Context: an optimization exercise on an open-source flow, tuned for small area and a short achievable clock period. The choices shown serve that exercise and are no tape-out recipe. Only simulation tests tie the RTL to the original design; equivalence was not proved. No activity file was given, so power comes from the tool's default toggle rates.

==> run a: inputs <==
==> flow/design.v <==
package bp_pkg;
  localparam int unsigned BP_DW      = 32;
  localparam int unsigned BP_ENTRIES = 16;
  localparam int unsigned BP_CTR_W   = 2;
  localparam int unsigned BP_IDX     = $clog2(BP_ENTRIES);
  typedef logic [BP_CTR_W-1:0] ctr_t;
  typedef struct packed {
    logic                      valid;
    logic [BP_DW-BP_IDX-3:0]   tag;
    logic [BP_DW-1:0]          target;
    ctr_t                      ctr;
  } btb_entry_t;
  function automatic logic [31:0] ctr_weak_t(input int unsigned w);
    ctr_weak_t = 32'd1 << (w - 1);
  endfunction
  function automatic logic [31:0] ctr_weak_nt(input int unsigned w);
    ctr_weak_nt = (32'd1 << (w - 1)) - 32'd1;
  endfunction
endpackage
module bp_sat_ctr #(
  parameter int unsigned W = 2
) (
  input  logic [W-1:0] ctr_i,
  input  logic         inc_i,
  input  logic         force_max_i,
  output logic [W-1:0] ctr_o
);
  localparam logic [W-1:0] MAX = '1;
  always_comb begin
    ctr_o = ctr_i;
    if (force_max_i)
      ctr_o = MAX;
    else if (inc_i) begin
      if (ctr_i != MAX) ctr_o = ctr_i + W'(1);
    end else if (ctr_i != '0)
      ctr_o = ctr_i - W'(1);
  end
endmodule
module branch_predictor #(
  parameter int unsigned DATA_WIDTH = bp_pkg::BP_DW,
  parameter int unsigned ENTRIES    = bp_pkg::BP_ENTRIES,
  parameter int unsigned CTR_WIDTH  = bp_pkg::BP_CTR_W
) (
  input  logic                  clk,
  input  logic                  rst,
  input  logic [DATA_WIDTH-1:0] PCF,
  output logic                  PredTakenF,
  output logic [DATA_WIDTH-1:0] PredTargetF,
  input  logic                  UpdateE,
  input  logic                  JumpE,
  input  logic [DATA_WIDTH-1:0] PCE,
  input  logic                  TakenE,
  input  logic [DATA_WIDTH-1:0] TargetE,
  input  logic                  PredTakenE,
  input  logic [DATA_WIDTH-1:0] PredTargetE,
  output logic                  MispredictE,
  output logic [DATA_WIDTH-1:0] RedirectPCE,
  output logic [31:0]           BranchCnt,
  output logic [31:0]           MissCnt
);
  localparam int unsigned IDX_BITS = $clog2(ENTRIES);
  localparam int unsigned TAG_BITS = DATA_WIDTH - IDX_BITS - 2;
  typedef logic [CTR_WIDTH-1:0] lctr_t;
  localparam lctr_t WEAK_T = lctr_t'(bp_pkg::ctr_weak_t(CTR_WIDTH));
  logic [ENTRIES-1:0]    valid_q;
  logic [ENTRIES-1:0][TAG_BITS-1:0]   tag_q;
  logic [ENTRIES-1:0][DATA_WIDTH-1:0] tgt_q;
  logic [ENTRIES-1:0][CTR_WIDTH-1:0]  ctr_q;
  logic [IDX_BITS-1:0]   idx_f;
  logic [TAG_BITS-1:0]   tag_f;
  logic [ENTRIES-1:0]    dec_f;
  logic [ENTRIES-1:0]    match_f;
  logic                  hit_f;
  logic                  taken_f;
  logic [DATA_WIDTH-1:0] tgt_f;
  assign idx_f = PCF[IDX_BITS+1:2];
  assign tag_f = PCF[DATA_WIDTH-1:IDX_BITS+2];
  always_comb begin
    hit_f   = 1'b0;
    taken_f = 1'b0;
    tgt_f   = '0;
    for (int i = 0; i < int'(ENTRIES); i++) begin
      dec_f[i]   = (idx_f == IDX_BITS'(i));
      match_f[i] = valid_q[i] && (tag_q[i] == tag_f);
      hit_f      = hit_f | (dec_f[i] & match_f[i]);
      taken_f    = taken_f | (dec_f[i] & ctr_q[i][CTR_WIDTH-1]);
      tgt_f      = tgt_f | ({DATA_WIDTH{dec_f[i]}} & tgt_q[i]);
    end
  end
  assign PredTakenF  = hit_f & taken_f;
  assign PredTargetF = {DATA_WIDTH{hit_f}} & tgt_f;
  logic [IDX_BITS-1:0] idx_e;
  logic [TAG_BITS-1:0] tag_e;
  lctr_t               ctr_e;
  logic                hit_e;
  lctr_t               ctr_nxt;
  lctr_t               ctr_d;
  logic                wr_e;
  logic                wr_ctr;
  assign idx_e = PCE[IDX_BITS+1:2];
  assign tag_e = PCE[DATA_WIDTH-1:IDX_BITS+2];
  assign ctr_e = ctr_q[idx_e];
  assign hit_e = valid_q[idx_e] && (tag_q[idx_e] == tag_e);
  bp_sat_ctr #(.W(CTR_WIDTH)) u_sat_ctr (
    .ctr_i       (ctr_e),
    .inc_i       (TakenE),
    .force_max_i (JumpE),
    .ctr_o       (ctr_nxt)
  );
  assign wr_e   = UpdateE & TakenE;
  assign wr_ctr = UpdateE & (TakenE | hit_e);
  assign ctr_d  = hit_e ? ctr_nxt : (JumpE ? '1 : WEAK_T);
  assign MispredictE = UpdateE &
                       ((TakenE != PredTakenE) |
                        (TakenE & PredTakenE & (TargetE != PredTargetE)));
  logic [DATA_WIDTH-1:0] pce_inc;
  always_comb begin
    pce_inc[1:0] = PCE[1:0];
    for (int k = 2; k < int'(DATA_WIDTH); k++)
      pce_inc[k] = PCE[k] ^ (&(PCE[DATA_WIDTH-1:2] | ((DATA_WIDTH-2)'('1) << (k - 2))));
  end
  assign RedirectPCE = TakenE ? TargetE : pce_inc;
  for (genvar i = 0; i < int'(ENTRIES); i++) begin : g_ent
    logic sel;
    assign sel = (idx_e == IDX_BITS'(i));
    always_ff @(posedge clk) begin
      if (rst)             valid_q[i] <= 1'b0;
      else if (wr_e & sel) valid_q[i] <= 1'b1;
    end
    logic we_tt, we_c;
    assign we_tt = wr_e & sel;
    assign we_c  = wr_ctr & sel;
    bp_hold_reg #(.W(TAG_BITS + DATA_WIDTH)) u_tt (
      .clk  (clk),
      .we   (we_tt),
      .we_n (~we_tt),
      .d    ({tag_e, TargetE}),
      .q    ({tag_q[i], tgt_q[i]})
    );
    bp_hold_reg #(.W(CTR_WIDTH)) u_ctr (
      .clk  (clk),
      .we   (we_c),
      .we_n (~we_c),
      .d    (ctr_d),
      .q    (ctr_q[i])
    );
  end
  logic [31:0] branch_cnt_q;
  logic [31:0] miss_cnt_q;
  always_ff @(posedge clk) begin
    if (rst) begin
      branch_cnt_q <= '0;
      miss_cnt_q   <= '0;
    end else begin
      if (UpdateE && branch_cnt_q != '1)   branch_cnt_q <= branch_cnt_q + 32'd1;
      if (MispredictE && miss_cnt_q != '1) miss_cnt_q   <= miss_cnt_q + 32'd1;
    end
  end
  assign BranchCnt = branch_cnt_q;
  assign MissCnt   = miss_cnt_q;
  logic unused_pc_lsb;
  assign unused_pc_lsb = ^{PCF[1:0], PCE[1:0]};
endmodule
module bp_hold_reg #(
  parameter int unsigned W = 1
) (
  input  logic         clk,
  input  logic         we,
  input  logic         we_n,
  input  logic [W-1:0] d,
  output logic [W-1:0] q
);
  always_ff @(posedge clk) q <= ({W{we}} & d) | ({W{we_n}} & q);
endmodule
==> flow/flow/run.sh <==
#!/bin/bash
# The standard layout, with two changes to how the resizer may work:
# - the input and output ports are buffered with plain buffers (buf_2)
#   rather than the delay-cell buffers buffer_ports picks by default, so
#   repair_timing can size them;
# - sizing may swap a cell for one with a different footprint.
# make's full output goes to make.log; ORFS keeps each step's log under orfs/logs.
set -euo pipefail
bash standard.sh "BUFFER_PORTS_ARGS=-buffer_cell sky130_fd_sc_hd__buf_2" MATCH_CELL_FOOTPRINT=0 finish > make.log 2>&1
==> flow/standard.sh <==
#!/bin/bash
# synth_recipe.tcl (not shown) runs the flow's synth.tcl, then flattens the netlist and writes it again
# the make line also repeats each setting of config.mk as NAME=value (left out here)
make -C /OpenROAD-flow-scripts/flow DESIGN_CONFIG=/design/flow/config.mk WORK_HOME=/design/flow/orfs CLKGATE_MAP_FILE= SYNTH_SCRIPT=/design/flow/synth_recipe.tcl "${@:-finish}"
==> flow/config.mk <==
export PLATFORM = sky130hd
export DESIGN_NAME = branch_predictor
export DESIGN_NICKNAME = branch_predictor
export VERILOG_FILES = /design/flow/design.v
export SDC_FILE = /design/flow/constraint.sdc
export NUM_CORES = 4
export LEC_CHECK = 0
export CAP_MARGIN = 20
export CORE_MARGIN = 2
export CORE_UTILIZATION = 60
export CTS_CLUSTER_DIAMETER = 80
export CTS_CLUSTER_SIZE = 28
export PLACE_DENSITY = 0.7
export SETUP_SLACK_MARGIN = 2.5
export SLEW_MARGIN = 20
export SYNTH_HIERARCHICAL = 1
export TNS_END_PERCENT = 100
==> flow/constraint.sdc <==
create_clock -name core_clock -period 7.0 [get_ports {clk}]
set_input_delay 1.4000 -clock core_clock [delete_from_list [all_inputs] [get_ports {clk}]]
set_output_delay 1.4000 -clock core_clock [all_outputs]
set_load 0.01 [all_outputs]
==> inputs of run b, as changes to run a <==
==> flow/design.v (replaced) <==
package bp_pkg;
  localparam int unsigned BP_DW      = 32;
  localparam int unsigned BP_ENTRIES = 16;
  localparam int unsigned BP_CTR_W   = 2;
  localparam int unsigned BP_IDX     = $clog2(BP_ENTRIES);
  typedef logic [BP_CTR_W-1:0] ctr_t;
  typedef struct packed {
    logic                      valid;
    logic [BP_DW-BP_IDX-3:0]   tag;
    logic [BP_DW-1:0]          target;
    ctr_t                      ctr;
  } btb_entry_t;
  function automatic logic [31:0] ctr_weak_t(input int unsigned w);
    ctr_weak_t = 32'd1 << (w - 1);
  endfunction
  function automatic logic [31:0] ctr_weak_nt(input int unsigned w);
    ctr_weak_nt = (32'd1 << (w - 1)) - 32'd1;
  endfunction
endpackage
module bp_sat_ctr #(
  parameter int unsigned W = 2
) (
  input  logic [W-1:0] ctr_i,
  input  logic         inc_i,
  input  logic         force_max_i,
  output logic [W-1:0] ctr_o
);
  localparam logic [W-1:0] MAX = '1;
  always_comb begin
    ctr_o = ctr_i;
    if (force_max_i)
      ctr_o = MAX;
    else if (inc_i) begin
      if (ctr_i != MAX) ctr_o = ctr_i + W'(1);
    end else if (ctr_i != '0)
      ctr_o = ctr_i - W'(1);
  end
endmodule
module branch_predictor #(
  parameter int unsigned DATA_WIDTH = bp_pkg::BP_DW,
  parameter int unsigned ENTRIES    = bp_pkg::BP_ENTRIES,
  parameter int unsigned CTR_WIDTH  = bp_pkg::BP_CTR_W
) (
  input  logic                  clk,
  input  logic                  rst,
  input  logic [DATA_WIDTH-1:0] PCF,
  output logic                  PredTakenF,
  output logic [DATA_WIDTH-1:0] PredTargetF,
  input  logic                  UpdateE,
  input  logic                  JumpE,
  input  logic [DATA_WIDTH-1:0] PCE,
  input  logic                  TakenE,
  input  logic [DATA_WIDTH-1:0] TargetE,
  input  logic                  PredTakenE,
  input  logic [DATA_WIDTH-1:0] PredTargetE,
  output logic                  MispredictE,
  output logic [DATA_WIDTH-1:0] RedirectPCE,
  output logic [31:0]           BranchCnt,
  output logic [31:0]           MissCnt
);
  localparam int unsigned IDX_BITS = $clog2(ENTRIES);
  localparam int unsigned TAG_BITS = DATA_WIDTH - IDX_BITS - 2;
  localparam int unsigned ENTRY_W  = 1 + TAG_BITS + DATA_WIDTH + CTR_WIDTH;
  typedef logic [CTR_WIDTH-1:0] lctr_t;
  typedef struct packed {
    logic                  valid;
    logic [TAG_BITS-1:0]   tag;
    logic [DATA_WIDTH-1:0] target;
    lctr_t                 ctr;
  } entry_t;
  localparam lctr_t  WEAK_T    = lctr_t'(bp_pkg::ctr_weak_t(CTR_WIDTH));
  localparam lctr_t  WEAK_NT   = lctr_t'(bp_pkg::ctr_weak_nt(CTR_WIDTH));
  localparam entry_t RST_ENTRY = {1'b0, {TAG_BITS{1'b0}}, {DATA_WIDTH{1'b0}}, WEAK_NT};
  logic [ENTRY_W-1:0] btb_q [ENTRIES];
  logic [IDX_BITS-1:0] idx_f;
  logic [TAG_BITS-1:0] tag_f;
  entry_t              ent_f;
  logic                hit_f;
  assign idx_f = PCF[IDX_BITS+1:2];
  assign tag_f = PCF[DATA_WIDTH-1:IDX_BITS+2];
  assign ent_f = btb_q[idx_f];
  assign hit_f = ent_f.valid && (ent_f.tag == tag_f);
  assign PredTakenF  = hit_f & ent_f.ctr[CTR_WIDTH-1];
  assign PredTargetF = hit_f ? ent_f.target : '0;
  logic [IDX_BITS-1:0] idx_e;
  logic [TAG_BITS-1:0] tag_e;
  entry_t              ent_e;
  entry_t              ent_d;
  logic                hit_e;
  logic                wr_en;
  lctr_t               ctr_nxt;
  assign idx_e = PCE[IDX_BITS+1:2];
  assign tag_e = PCE[DATA_WIDTH-1:IDX_BITS+2];
  assign ent_e = btb_q[idx_e];
  assign hit_e = ent_e.valid && (ent_e.tag == tag_e);
  bp_sat_ctr #(.W(CTR_WIDTH)) u_sat_ctr (
    .ctr_i       (ent_e.ctr),
    .inc_i       (TakenE),
    .force_max_i (JumpE),
    .ctr_o       (ctr_nxt)
  );
  assign MispredictE = UpdateE &
                       ((TakenE != PredTakenE) |
                        (TakenE & PredTakenE & (TargetE != PredTargetE)));
  assign RedirectPCE = TakenE ? TargetE : PCE + DATA_WIDTH'(4);
  always_comb begin
    wr_en = 1'b0;
    ent_d = ent_e;
    if (UpdateE) begin
      if (hit_e) begin
        wr_en     = 1'b1;
        ent_d.ctr = ctr_nxt;
        if (TakenE) ent_d.target = TargetE;
      end else if (TakenE) begin
        wr_en        = 1'b1;
        ent_d.valid  = 1'b1;
        ent_d.tag    = tag_e;
        ent_d.target = TargetE;
        ent_d.ctr    = JumpE ? '1 : WEAK_T;
      end
    end
  end
  always_ff @(posedge clk) begin
    if (rst) begin
      for (int i = 0; i < int'(ENTRIES); i++) btb_q[i] <= RST_ENTRY;
    end else if (wr_en) begin
      btb_q[idx_e] <= ent_d;
    end
  end
  logic [31:0] branch_cnt_q, branch_cnt_d;
  logic [31:0] miss_cnt_q, miss_cnt_d;
  always_comb begin
    branch_cnt_d = branch_cnt_q;
    miss_cnt_d   = miss_cnt_q;
    if (UpdateE && branch_cnt_q != '1)     branch_cnt_d = branch_cnt_q + 32'd1;
    if (MispredictE && miss_cnt_q != '1)   miss_cnt_d   = miss_cnt_q + 32'd1;
  end
  always_ff @(posedge clk) begin
    if (rst) begin
      branch_cnt_q <= '0;
      miss_cnt_q   <= '0;
    end else begin
      branch_cnt_q <= branch_cnt_d;
      miss_cnt_q   <= miss_cnt_d;
    end
  end
  assign BranchCnt = branch_cnt_q;
  assign MissCnt   = miss_cnt_q;
  logic unused_pc_lsb;
  assign unused_pc_lsb = ^{PCF[1:0], PCE[1:0]};
endmodule
==> flow/run.sh (new file) <==
#!/bin/bash
# synth_recipe.tcl (not shown) runs the flow's synth.tcl, then flattens the netlist and writes it again
# the make line also repeats each setting of config.mk as NAME=value (left out here)
make -C /OpenROAD-flow-scripts/flow DESIGN_CONFIG=/design/flow/config.mk WORK_HOME=/design/flow/orfs CLKGATE_MAP_FILE= SYNTH_SCRIPT=/design/flow/synth_recipe.tcl finish
CORE_UTILIZATION = 40   (was 60)
CTS_CLUSTER_DIAMETER = not set   (was 80)
CTS_CLUSTER_SIZE = not set   (was 28)
PLACE_DENSITY = not set   (was 0.7)
SETUP_SLACK_MARGIN = not set   (was 2.5)
SYNTH_HIERARCHICAL = not set   (was 1)
TNS_END_PERCENT = not set   (was 100)
removed: flow/flow/run.sh
removed: flow/standard.sh
==> inputs of run c, as changes to run a <==
--- a/flow/design.v
+++ b/flow/design.v
@@ -65,12 +65,8 @@
   logic [ENTRIES-1:0]    valid_q;
-  logic [ENTRIES-1:0][TAG_BITS-1:0]   tag_q;
-  logic [ENTRIES-1:0][DATA_WIDTH-1:0] tgt_q;
-  logic [ENTRIES-1:0][CTR_WIDTH-1:0]  ctr_q;
-  logic [IDX_BITS-1:0]   idx_f;
-  logic [TAG_BITS-1:0]   tag_f;
-  logic [ENTRIES-1:0]    dec_f;
-  logic [ENTRIES-1:0]    match_f;
-  logic                  hit_f;
-  logic                  taken_f;
-  logic [DATA_WIDTH-1:0] tgt_f;
+  logic [TAG_BITS-1:0]   tag_q [ENTRIES];
+  logic [DATA_WIDTH-1:0] tgt_q [ENTRIES];
+  lctr_t                 ctr_q [ENTRIES];
+  logic [IDX_BITS-1:0] idx_f;
+  logic [TAG_BITS-1:0] tag_f;
+  logic [ENTRIES-1:0]  hit_f;
   assign idx_f = PCF[IDX_BITS+1:2];
@@ -78,15 +74,10 @@
   always_comb begin
-    hit_f   = 1'b0;
-    taken_f = 1'b0;
-    tgt_f   = '0;
+    PredTakenF  = 1'b0;
+    PredTargetF = '0;
     for (int i = 0; i < int'(ENTRIES); i++) begin
-      dec_f[i]   = (idx_f == IDX_BITS'(i));
-      match_f[i] = valid_q[i] && (tag_q[i] == tag_f);
-      hit_f      = hit_f | (dec_f[i] & match_f[i]);
-      taken_f    = taken_f | (dec_f[i] & ctr_q[i][CTR_WIDTH-1]);
-      tgt_f      = tgt_f | ({DATA_WIDTH{dec_f[i]}} & tgt_q[i]);
+      hit_f[i]    = valid_q[i] && (idx_f == IDX_BITS'(i)) && (tag_q[i] == tag_f);
+      PredTakenF  = PredTakenF | (hit_f[i] & ctr_q[i][CTR_WIDTH-1]);
+      PredTargetF = PredTargetF | ({DATA_WIDTH{hit_f[i]}} & tgt_q[i]);
     end
   end
-  assign PredTakenF  = hit_f & taken_f;
-  assign PredTargetF = {DATA_WIDTH{hit_f}} & tgt_f;
   logic [IDX_BITS-1:0] idx_e;
@@ -115,9 +106,3 @@
                         (TakenE & PredTakenE & (TargetE != PredTargetE)));
-  logic [DATA_WIDTH-1:0] pce_inc;
-  always_comb begin
-    pce_inc[1:0] = PCE[1:0];
-    for (int k = 2; k < int'(DATA_WIDTH); k++)
-      pce_inc[k] = PCE[k] ^ (&(PCE[DATA_WIDTH-1:2] | ((DATA_WIDTH-2)'('1) << (k - 2))));
-  end
-  assign RedirectPCE = TakenE ? TargetE : pce_inc;
+  assign RedirectPCE = TakenE ? TargetE : PCE + DATA_WIDTH'(4);
   for (genvar i = 0; i < int'(ENTRIES); i++) begin : g_ent
@@ -129,19 +114,9 @@
     end
-    logic we_tt, we_c;
-    assign we_tt = wr_e & sel;
-    assign we_c  = wr_ctr & sel;
-    bp_hold_reg #(.W(TAG_BITS + DATA_WIDTH)) u_tt (
-      .clk  (clk),
-      .we   (we_tt),
-      .we_n (~we_tt),
-      .d    ({tag_e, TargetE}),
-      .q    ({tag_q[i], tgt_q[i]})
-    );
-    bp_hold_reg #(.W(CTR_WIDTH)) u_ctr (
-      .clk  (clk),
-      .we   (we_c),
-      .we_n (~we_c),
-      .d    (ctr_d),
-      .q    (ctr_q[i])
-    );
+    always_ff @(posedge clk) begin
+      if (wr_e & sel) begin
+        tag_q[i] <= tag_e;
+        tgt_q[i] <= TargetE;
+      end
+      if (wr_ctr & sel) ctr_q[i] <= ctr_d;
+    end
   end
@@ -163,12 +138 @@
 endmodule
-module bp_hold_reg #(
-  parameter int unsigned W = 1
-) (
-  input  logic         clk,
-  input  logic         we,
-  input  logic         we_n,
-  input  logic [W-1:0] d,
-  output logic [W-1:0] q
-);
-  always_ff @(posedge clk) q <= ({W{we}} & d) | ({W{we_n}} & q);
-endmodule
==> flow/run.sh (new file) <==
#!/bin/bash
# synth_recipe.tcl (not shown) runs the flow's synth.tcl, then flattens the netlist and writes it again
# the make line also repeats each setting of config.mk as NAME=value (left out here)
make -C /OpenROAD-flow-scripts/flow DESIGN_CONFIG=/design/flow/config.mk WORK_HOME=/design/flow/orfs CLKGATE_MAP_FILE= SYNTH_SCRIPT=/design/flow/synth_recipe.tcl finish
CORE_UTILIZATION = 40   (was 60)
CTS_CLUSTER_DIAMETER = not set   (was 80)
CTS_CLUSTER_SIZE = not set   (was 28)
PLACE_DENSITY = not set   (was 0.7)
SETUP_SLACK_MARGIN = not set   (was 2.5)
SYNTH_HIERARCHICAL = not set   (was 1)
TNS_END_PERCENT = not set   (was 100)
removed: flow/flow/run.sh
removed: flow/standard.sh
==> comparison <==
Of run a and run b, run a has the higher global-route usage (gap 19 points).
The lowest worst setup slack belongs to run c, the highest to run a.
In run c the area after synthesis is lower than in run b, by 19%.
Clock power: run b > run c > run a.

-- separate check: timing with driven ports --
The results above use ideal ports. As a check the final layouts listed here were re-extracted and re-timed, cells and wires unchanged.
Step 1 (the two cells are an assumption about what drives the block):
set clk [get_ports {clk}]
set_driving_cell -lib_cell sky130_fd_sc_hd__clkbuf_16 $clk
set_driving_cell -lib_cell sky130_fd_sc_hd__buf_2 [delete_from_list [all_inputs] $clk]
Step 2 moves the port delays by t, midway between the first and last clock arrival at a register: inputs arrive t later, outputs are due t later. That takes back most of the time a late clock gives input paths.
a / b / c = ideal / step 1 / step 2; a / b = the first two.
| run | t (ns) | setup WS [ns] | pins driven straight from the clock port |
|---|---|---|---|
| run a | 0.730 | 1.592 / 1.449 / 1.449 | 1 |
| run b | 0.824 | 0.227 / 0.169 / 0.169 | 1 |
| run c | 0.774 | 0.076 / 0.041 / 0.041 | 1 |
After both steps setup and hold are still met in every run listed. For run a, which loses most, drivers alone change the setup slack by -0.143 ns; drivers and shift together by -0.143 ns.
